Background: an optimization exercise with open tools, aiming at small area and a short achievable clock period. Do not read the settings as production practice. RTL that was checked went through simulation tests only; none was proved equivalent to the original. Power and IR drop assume default switching activity.

==> v21: inputs <==
==> flow/design.v <==
package trace_pkg;
    localparam logic SRC_RF = 1'b0;
    localparam logic SRC_DM = 1'b1;
    localparam int TRACE_XLEN   = 32;
    localparam int TRACE_ADDR_W = 8;
    localparam int TRACE_CYC_W  = 16;
    typedef struct packed {
        logic                    src;
        logic [TRACE_CYC_W-1:0]  cycle;
        logic [TRACE_ADDR_W-1:0] addr;
        logic [TRACE_XLEN-1:0]   data;
    } trace_entry_t;
    function automatic int entry_width(input int xlen, input int addr_w, input int cyc_w);
        entry_width = 1 + cyc_w + addr_w + xlen;
    endfunction
endpackage
module trace_fifo
#(
    parameter int WIDTH = trace_pkg::entry_width(trace_pkg::TRACE_XLEN, trace_pkg::TRACE_ADDR_W, trace_pkg::TRACE_CYC_W),
    parameter int DEPTH = 16
) (
    input  logic             clk,
    input  logic [DEPTH-1:0] wr_en,
    input  logic [WIDTH-1:0] wr_even,
    input  logic [WIDTH-1:0] wr_odd,
    input  logic [DEPTH-1:0] rd_sel,
    output logic [WIDTH-1:0] rd_data
);
    logic [WIDTH-1:0] mem_q [DEPTH];
    always_ff @(posedge clk) begin
        for (int i = 0; i < DEPTH; i++)
            if (wr_en[i]) mem_q[i] <= (i % 2 == 0) ? wr_even : wr_odd;
    end
    always_comb begin
        rd_data = '0;
        for (int i = 0; i < DEPTH; i++)
            rd_data = rd_data | (mem_q[i] & {WIDTH{rd_sel[i]}});
    end
endmodule
module reg_trace_buffer
#(
    parameter int XLEN       = 32,
    parameter int ADDR_W     = 8,
    parameter int DEPTH      = 16,
    parameter int CYC_W      = 16,
    parameter int MAX_CYCLES = 40000,
    parameter int OVF_W      = 8,
    localparam int ENTRY_W   = trace_pkg::entry_width(XLEN, ADDR_W, CYC_W),
    localparam int CNT_W     = $clog2(DEPTH) + 1
) (
    input  logic               clk,
    input  logic               rst,
    input  logic               rf_we,
    input  logic [4:0]         rf_waddr,
    input  logic [XLEN-1:0]    rf_wdata,
    input  logic               dm_we,
    input  logic [XLEN-1:0]    dm_addr,
    input  logic [XLEN-1:0]    dm_wdata,
    output logic               rd_valid,
    input  logic               rd_ready,
    output logic [ENTRY_W-1:0] rd_data,
    output logic [CNT_W-1:0]   count,
    output logic               full,
    output logic               halted,
    output logic [CYC_W-1:0]   cycle,
    output logic [OVF_W-1:0]   ovf_cnt
);
    typedef struct packed {
        logic le14;
        logic eq15;
        logic ge2;
        logic eq1;
        logic full;
        logic valid;
    } cflags_t;
    function automatic cflags_t flags_of(input logic [CNT_W-1:0] v);
        flags_of = {v <= CNT_W'(DEPTH - 2), v == CNT_W'(DEPTH - 1), v >= CNT_W'(2),
                    v == CNT_W'(1), v == CNT_W'(DEPTH), v != '0};
    endfunction
    logic [CYC_W-1:0]   cycle_q;
    logic               halted_q;
    logic [OVF_W-1:0]   ovf_q;
    logic [CNT_W-1:0]   count_q;
    cflags_t            fl_q;
    logic [ENTRY_W-1:0] head_q;
    logic [DEPTH-1:0]   wp_q;      
    logic               wp_odd_q;  
    logic [DEPTH-1:0]   rn_q;      
    logic               ev_rf, ev_dm, ev_any, ev_both, pop;
    logic               s1, s2, pa, pb, drop1, drop2;
    logic [ENTRY_W-1:0] entry_rf, entry_dm, wr_even, wr_odd, mread, head_src;
    logic [DEPTH-1:0]   wr_en;
    logic               unused_dm_addr;
    assign unused_dm_addr = ^dm_addr[XLEN-1:ADDR_W];
    assign ev_rf = rf_we && !halted_q;
    assign ev_dm   = dm_we && !halted_q;
    assign ev_any  = ev_rf || ev_dm;
    assign ev_both = ev_rf && ev_dm;
    assign entry_rf = {trace_pkg::SRC_RF, cycle_q, ADDR_W'(rf_waddr), rf_wdata};
    assign entry_dm = {trace_pkg::SRC_DM, cycle_q, dm_addr[ADDR_W-1:0], dm_wdata};
    assign pop = fl_q.valid && rd_ready;
    assign s1 = !fl_q.full || rd_ready;
    assign s2 = fl_q.le14 || (fl_q.eq15 && rd_ready);
    assign pa    = ev_any && s1;
    assign pb    = ev_both && s2;
    assign drop2 = ev_both && !s1;
    assign drop1 = (ev_any && !ev_both && !s1) || (ev_both && s1 && !s2);
    always_comb begin
        for (int i = 0; i < DEPTH; i++)
            wr_en[i] = (pa && wp_q[i]) || (pb && wp_q[(i + DEPTH - 1) % DEPTH]);
    end
    assign wr_even = (wp_odd_q || !ev_rf) ? entry_dm : entry_rf;
    assign wr_odd  = (!wp_odd_q || !ev_rf) ? entry_dm : entry_rf;
    trace_fifo #(
        .WIDTH (ENTRY_W),
        .DEPTH (DEPTH)
    ) u_fifo (
        .clk     (clk),
        .wr_en   (wr_en),
        .wr_even (wr_even),
        .wr_odd  (wr_odd),
        .rd_sel  (rn_q),
        .rd_data (mread)
    );
    assign head_src = fl_q.ge2 ? mread :
                      ev_rf    ? entry_rf :
                      ev_dm    ? entry_dm : '0;
    always_ff @(posedge clk) begin
        if (rst)                         head_q <= '0;
        else if (!fl_q.valid || rd_ready) head_q <= head_src;
    end
    always_ff @(posedge clk) begin
        if (rst) begin
            wp_q     <= DEPTH'(1);
            wp_odd_q <= 1'b0;
            rn_q     <= DEPTH'(2);
        end else begin
            if (pb)      wp_q <= {wp_q[DEPTH-3:0], wp_q[DEPTH-1:DEPTH-2]};
            else if (pa) wp_q <= {wp_q[DEPTH-2:0], wp_q[DEPTH-1]};
            if (pa && !pb) wp_odd_q <= !wp_odd_q;
            if (pop)     rn_q <= {rn_q[DEPTH-2:0], rn_q[DEPTH-1]};
        end
    end
    logic [CNT_W-1:0] cnt_m1, cnt_p1, cnt_p2, count_d;
    cflags_t          fl_m1, fl_0, fl_p1, fl_p2, fl_d;
    assign cnt_m1 = count_q - CNT_W'(1);
    assign cnt_p1 = count_q + CNT_W'(1);
    assign cnt_p2 = count_q + CNT_W'(2);
    assign fl_m1  = flags_of(cnt_m1);
    assign fl_0   = fl_q;
    assign fl_p1  = flags_of(cnt_p1);
    assign fl_p2  = flags_of(cnt_p2);
    always_comb begin
        case ({pop, pa, pb})
            3'b100:  begin count_d = cnt_m1;  fl_d = fl_m1; end
            3'b010:  begin count_d = cnt_p1;  fl_d = fl_p1; end
            3'b011:  begin count_d = cnt_p2;  fl_d = fl_p2; end
            3'b111:  begin count_d = cnt_p1;  fl_d = fl_p1; end
            default: begin count_d = count_q; fl_d = fl_0;  end
        endcase
    end
    always_ff @(posedge clk) begin
        if (rst) begin
            count_q <= '0;
            fl_q    <= flags_of('0);
        end else begin
            count_q <= count_d;
            fl_q    <= fl_d;
        end
    end
    logic [OVF_W:0]   ovf_p1, ovf_p2;
    logic [OVF_W-1:0] ovf_s1, ovf_s2;
    assign ovf_p1 = {1'b0, ovf_q} + (OVF_W + 1)'(1);
    assign ovf_p2 = {1'b0, ovf_q} + (OVF_W + 1)'(2);
    assign ovf_s1 = ovf_p1[OVF_W] ? '1 : ovf_p1[OVF_W-1:0];
    assign ovf_s2 = ovf_p2[OVF_W] ? '1 : ovf_p2[OVF_W-1:0];
    always_ff @(posedge clk) begin
        if (rst) begin
            cycle_q  <= '0;
            halted_q <= 1'b0;
            ovf_q    <= '0;
        end else begin
            if (!halted_q) begin
                cycle_q <= cycle_q + CYC_W'(1);
                if (MAX_CYCLES != 0 && cycle_q == CYC_W'(MAX_CYCLES - 1)) halted_q <= 1'b1;
            end
            if (drop2)      ovf_q <= ovf_s2;
            else if (drop1) ovf_q <= ovf_s1;
        end
    end
    assign rd_valid = fl_q.valid;
    assign rd_data  = head_q;
    assign count    = count_q;
    assign full     = fl_q.full;
    assign halted   = halted_q;
    assign cycle    = cycle_q;
    assign ovf_cnt  = ovf_q;
endmodule
==> flow/run.sh <==
#!/bin/bash
# synth_recipe.tcl (not shown) runs the flow's synth.tcl, then flattens the netlist and writes it again
# the make line also repeats each setting of config.mk as NAME=value (left out here)
make -C /OpenROAD-flow-scripts/flow DESIGN_CONFIG=/design/flow/config.mk WORK_HOME=/design/flow/orfs CLKGATE_MAP_FILE= SYNTH_SCRIPT=/design/flow/synth_recipe.tcl finish
==> flow/config.mk <==
export PLATFORM = sky130hd
export DESIGN_NAME = reg_trace_buffer
export DESIGN_NICKNAME = reg_trace_buffer
export VERILOG_FILES = /design/flow/design.v
export SDC_FILE = /design/flow/constraint.sdc
export NUM_CORES = 4
export LEC_CHECK = 0
export CAP_MARGIN = 20
export CORE_MARGIN = 2
export CORE_UTILIZATION = 40
export SLEW_MARGIN = 20
==> flow/constraint.sdc <==
create_clock -name core_clock -period 4.3 [get_ports {clk}]
set_input_delay 0.8600 -clock core_clock [delete_from_list [all_inputs] [get_ports {clk}]]
set_output_delay 0.8600 -clock core_clock [all_outputs]
set_load 0.01 [all_outputs]
==> v37: changes against v21 <==
==> flow/design.v, changed modules only <==
module reg_trace_buffer
#(
    parameter int XLEN       = 32,
    parameter int ADDR_W     = 8,
    parameter int DEPTH      = 16,
    parameter int CYC_W      = 16,
    parameter int MAX_CYCLES = 40000,
    parameter int OVF_W      = 8,
    localparam int ENTRY_W   = trace_pkg::entry_width(XLEN, ADDR_W, CYC_W),
    localparam int CNT_W     = $clog2(DEPTH) + 1
) (
    input  logic               clk,
    input  logic               rst,
    input  logic               rf_we,
    input  logic [4:0]         rf_waddr,
    input  logic [XLEN-1:0]    rf_wdata,
    input  logic               dm_we,
    input  logic [XLEN-1:0]    dm_addr,
    input  logic [XLEN-1:0]    dm_wdata,
    output logic               rd_valid,
    input  logic               rd_ready,
    output logic [ENTRY_W-1:0] rd_data,
    output logic [CNT_W-1:0]   count,
    output logic               full,
    output logic               halted,
    output logic [CYC_W-1:0]   cycle,
    output logic [OVF_W-1:0]   ovf_cnt
);
    typedef struct packed {
        logic le14;
        logic eq15;
        logic eq2;
        logic ge2;
        logic eq1;
        logic full;
        logic valid;
    } cflags_t;
    function automatic cflags_t flags_of(input logic [CNT_W-1:0] v);
        flags_of = {v <= CNT_W'(DEPTH - 2), v == CNT_W'(DEPTH - 1), v == CNT_W'(2),
                    v >= CNT_W'(2), v == CNT_W'(1), v == CNT_W'(DEPTH), v != '0};
    endfunction
    logic [CYC_W-1:0]   cycle_q;
    logic               halted_q;
    logic [OVF_W-1:0]   ovf_q;
    logic [CNT_W-1:0]   count_q;
    cflags_t            fl_q;
    logic [ENTRY_W-1:0] head_q;
    logic [DEPTH-1:0]   wp_q;      
    logic               wp_odd_q;  
    logic [DEPTH-1:0]   rn_q;      
    logic [4:0]         s_rf_addr_q;
    logic [XLEN-1:0]    s_rf_data_q;
    logic [ADDR_W-1:0]  s_dm_addr_q;
    logic [XLEN-1:0]    s_dm_data_q;
    logic               s_rf_first_q;  
    logic               s_pa_q;        
    logic               s_pb_q;        
    logic               byp0_q;        
    logic               byp1_q;        
    logic               ev_rf, ev_dm, ev_any, ev_both, pop;
    logic               s1, s2, pa, pb, drop1, drop2;
    logic [CYC_W-1:0]   s_cyc;
    logic [ENTRY_W-1:0] entry_rf, entry_dm, s_entry_rf, s_entry_dm, s_entry_0;
    logic [ENTRY_W-1:0] wr_even, wr_odd, mread, head_src;
    logic [DEPTH-1:0]   wr_en;
    logic               unused_dm_addr;
    assign unused_dm_addr = ^dm_addr[XLEN-1:ADDR_W];
    assign ev_rf = rf_we && !halted_q;
    assign ev_dm   = dm_we && !halted_q;
    assign ev_any  = ev_rf || ev_dm;
    assign ev_both = ev_rf && ev_dm;
    assign entry_rf = {trace_pkg::SRC_RF, cycle_q, ADDR_W'(rf_waddr), rf_wdata};
    assign entry_dm = {trace_pkg::SRC_DM, cycle_q, dm_addr[ADDR_W-1:0], dm_wdata};
    assign pop = fl_q.valid && rd_ready;
    assign s1 = !fl_q.full || rd_ready;
    assign s2 = fl_q.le14 || (fl_q.eq15 && rd_ready);
    assign pa    = ev_any && s1;
    assign pb    = ev_both && s2;
    assign drop2 = ev_both && !s1;
    assign drop1 = (ev_any && !ev_both && !s1) || (ev_both && s1 && !s2);
    always_ff @(posedge clk) begin
        s_rf_addr_q  <= rf_waddr;
        s_rf_data_q  <= rf_wdata;
        s_dm_addr_q  <= dm_addr[ADDR_W-1:0];
        s_dm_data_q  <= dm_wdata;
        s_rf_first_q <= rf_we;
    end
    always_ff @(posedge clk) begin
        if (rst) begin
            s_pa_q <= 1'b0;
            s_pb_q <= 1'b0;
            byp0_q <= 1'b0;
            byp1_q <= 1'b0;
        end else begin
            s_pa_q <= pa;
            s_pb_q <= pb;
            byp0_q <= pa && ((fl_q.eq1 && !rd_ready) || (fl_q.eq2 && rd_ready));
            byp1_q <= pb && (!fl_q.valid || (fl_q.eq1 && rd_ready));
        end
    end
    assign s_cyc      = cycle_q - CYC_W'(1);
    assign s_entry_rf = {trace_pkg::SRC_RF, s_cyc, ADDR_W'(s_rf_addr_q), s_rf_data_q};
    assign s_entry_dm = {trace_pkg::SRC_DM, s_cyc, s_dm_addr_q, s_dm_data_q};
    assign s_entry_0  = s_rf_first_q ? s_entry_rf : s_entry_dm;
    always_comb begin
        for (int i = 0; i < DEPTH; i++)
            wr_en[i] = (s_pa_q && wp_q[i]) || (s_pb_q && wp_q[(i + DEPTH - 1) % DEPTH]);
    end
    assign wr_even = (wp_odd_q || !s_rf_first_q) ? s_entry_dm : s_entry_rf;
    assign wr_odd  = (!wp_odd_q || !s_rf_first_q) ? s_entry_dm : s_entry_rf;
    trace_fifo #(
        .WIDTH (ENTRY_W),
        .DEPTH (DEPTH)
    ) u_fifo (
        .clk     (clk),
        .wr_en   (wr_en),
        .wr_even (wr_even),
        .wr_odd  (wr_odd),
        .rd_sel  (rn_q),
        .rd_data (mread)
    );
    always_comb begin
        if (fl_q.ge2)   head_src = byp0_q ? s_entry_0 : byp1_q ? s_entry_dm : mread;
        else if (ev_rf) head_src = entry_rf;
        else if (ev_dm) head_src = entry_dm;
        else            head_src = '0;
    end
    always_ff @(posedge clk) begin
        if (rst)                          head_q <= '0;
        else if (!fl_q.valid || rd_ready) head_q <= head_src;
    end
    always_ff @(posedge clk) begin
        if (rst) begin
            wp_q     <= DEPTH'(1);
            wp_odd_q <= 1'b0;
            rn_q     <= DEPTH'(2);
        end else begin
            if (s_pb_q)      wp_q <= {wp_q[DEPTH-3:0], wp_q[DEPTH-1:DEPTH-2]};
            else if (s_pa_q) wp_q <= {wp_q[DEPTH-2:0], wp_q[DEPTH-1]};
            if (s_pa_q && !s_pb_q) wp_odd_q <= !wp_odd_q;
            if (pop)         rn_q <= {rn_q[DEPTH-2:0], rn_q[DEPTH-1]};
        end
    end
    logic [CNT_W-1:0] cnt_m1, cnt_p1, cnt_p2, count_d;
    cflags_t          fl_d;
    assign cnt_m1 = count_q - CNT_W'(1);
    assign cnt_p1 = count_q + CNT_W'(1);
    assign cnt_p2 = count_q + CNT_W'(2);
    always_comb begin
        case ({pop, pa, pb})
            3'b100:  begin count_d = cnt_m1;  fl_d = flags_of(cnt_m1); end
            3'b010:  begin count_d = cnt_p1;  fl_d = flags_of(cnt_p1); end
            3'b011:  begin count_d = cnt_p2;  fl_d = flags_of(cnt_p2); end
            3'b111:  begin count_d = cnt_p1;  fl_d = flags_of(cnt_p1); end
            default: begin count_d = count_q; fl_d = fl_q;             end
        endcase
    end
    always_ff @(posedge clk) begin
        if (rst) begin
            count_q <= '0;
            fl_q    <= flags_of('0);
        end else begin
            count_q <= count_d;
            fl_q    <= fl_d;
        end
    end
    logic [OVF_W:0]   ovf_p1, ovf_p2;
    logic [OVF_W-1:0] ovf_s1, ovf_s2;
    assign ovf_p1 = {1'b0, ovf_q} + (OVF_W + 1)'(1);
    assign ovf_p2 = {1'b0, ovf_q} + (OVF_W + 1)'(2);
    assign ovf_s1 = ovf_p1[OVF_W] ? '1 : ovf_p1[OVF_W-1:0];
    assign ovf_s2 = ovf_p2[OVF_W] ? '1 : ovf_p2[OVF_W-1:0];
    always_ff @(posedge clk) begin
        if (rst) begin
            cycle_q  <= '0;
            halted_q <= 1'b0;
            ovf_q    <= '0;
        end else begin
            if (!halted_q) begin
                cycle_q <= cycle_q + CYC_W'(1);
                if (MAX_CYCLES != 0 && cycle_q == CYC_W'(MAX_CYCLES - 1)) halted_q <= 1'b1;
            end
            if (drop2)      ovf_q <= ovf_s2;
            else if (drop1) ovf_q <= ovf_s1;
        end
    end
    assign rd_valid = fl_q.valid;
    assign rd_data  = head_q;
    assign count    = count_q;
    assign full     = fl_q.full;
    assign halted   = halted_q;
    assign cycle    = cycle_q;
    assign ovf_cnt  = ovf_q;
endmodule
- CORE_UTILIZATION: 40 -> 55
- SETUP_SLACK_MARGIN: default -> 2.4
==> qor summary <==
metric                                                                     v21                      v37
Status                                                 complete, no violations  complete, no violations
Minimum clock period                                                   3.10 ns                  2.52 ns
Aggregate global-route resource usage                                    22.9%                    37.8%
Fraction of area in multi-input gates                                    19.0%                    22.7%
Switching power share of the total                                       24.7%                    24.2%
Maximum net fanout on the critical path                                     24                        6
Worst hold margin                                                     0.463 ns                 0.392 ns
Complex-gate fraction of the synthesized area                            13.0%                    13.5%
Simple-gate area share of the yosys netlist                              5.89%                    6.02%
Proportion of synthesized area in mux cells                              2.18%                    3.41%
Count of cells resized by post-cts repair                                    0                      937
Area of all placed cells without fillers                            46900 um^2               56100 um^2
Number of buffers created by CTS                                           102                      110
Ratio of cells with drive above 1 in the final layout                    13.5%                    33.9%
Tap Count                                                                 1287                     1040
NetSw                                                                  5.92 mW                  6.08 mW
Data arrival time of the worst path                                    2.24 ns                  3.10 ns
Ant. Diodes                                                                  0                        1
Power per unit of standard cell area                               510 nW/um^2              448 nW/um^2
Max Clock Skew                                                       0.0492 ns                0.0323 ns
Gate count after technology mapping                                       2515                     2838
No functional check of the RTL was part of v37.

-- what the ideal ports hide --
Ports are ideal in the flow. The routed layouts listed here were re-timed in OpenROAD.
Step 1: set_driving_cell puts a clkbuf_16 on clk and a buf_2 on each other input, an assumption about the parent block.
Step 2 times the ports against the registers' clock, not the clock port: input delays grow and output delays shrink by t, the midpoint of the rising clock arrivals with the driver on.
Slacks: ideal ports / drivers / drivers and shift; pairs: ideal ports / drivers.
| run | shift t [ns] | slack for setup (ns) | worst setup path at the end | cell pins on the clock port's net |
|---|---|---|---|---|
| v21 | 0.736 | 1.203 / 1.139 / 0.681 | input to register | 1 |
| v37 | 0.750 | 1.781 / 1.781 / 1.097 | input to register | 1 |
After both steps setup and hold are still met in every run listed. For v37, which loses most, drivers alone change the setup slack by 0.000 ns; drivers and shift together by -0.684 ns.
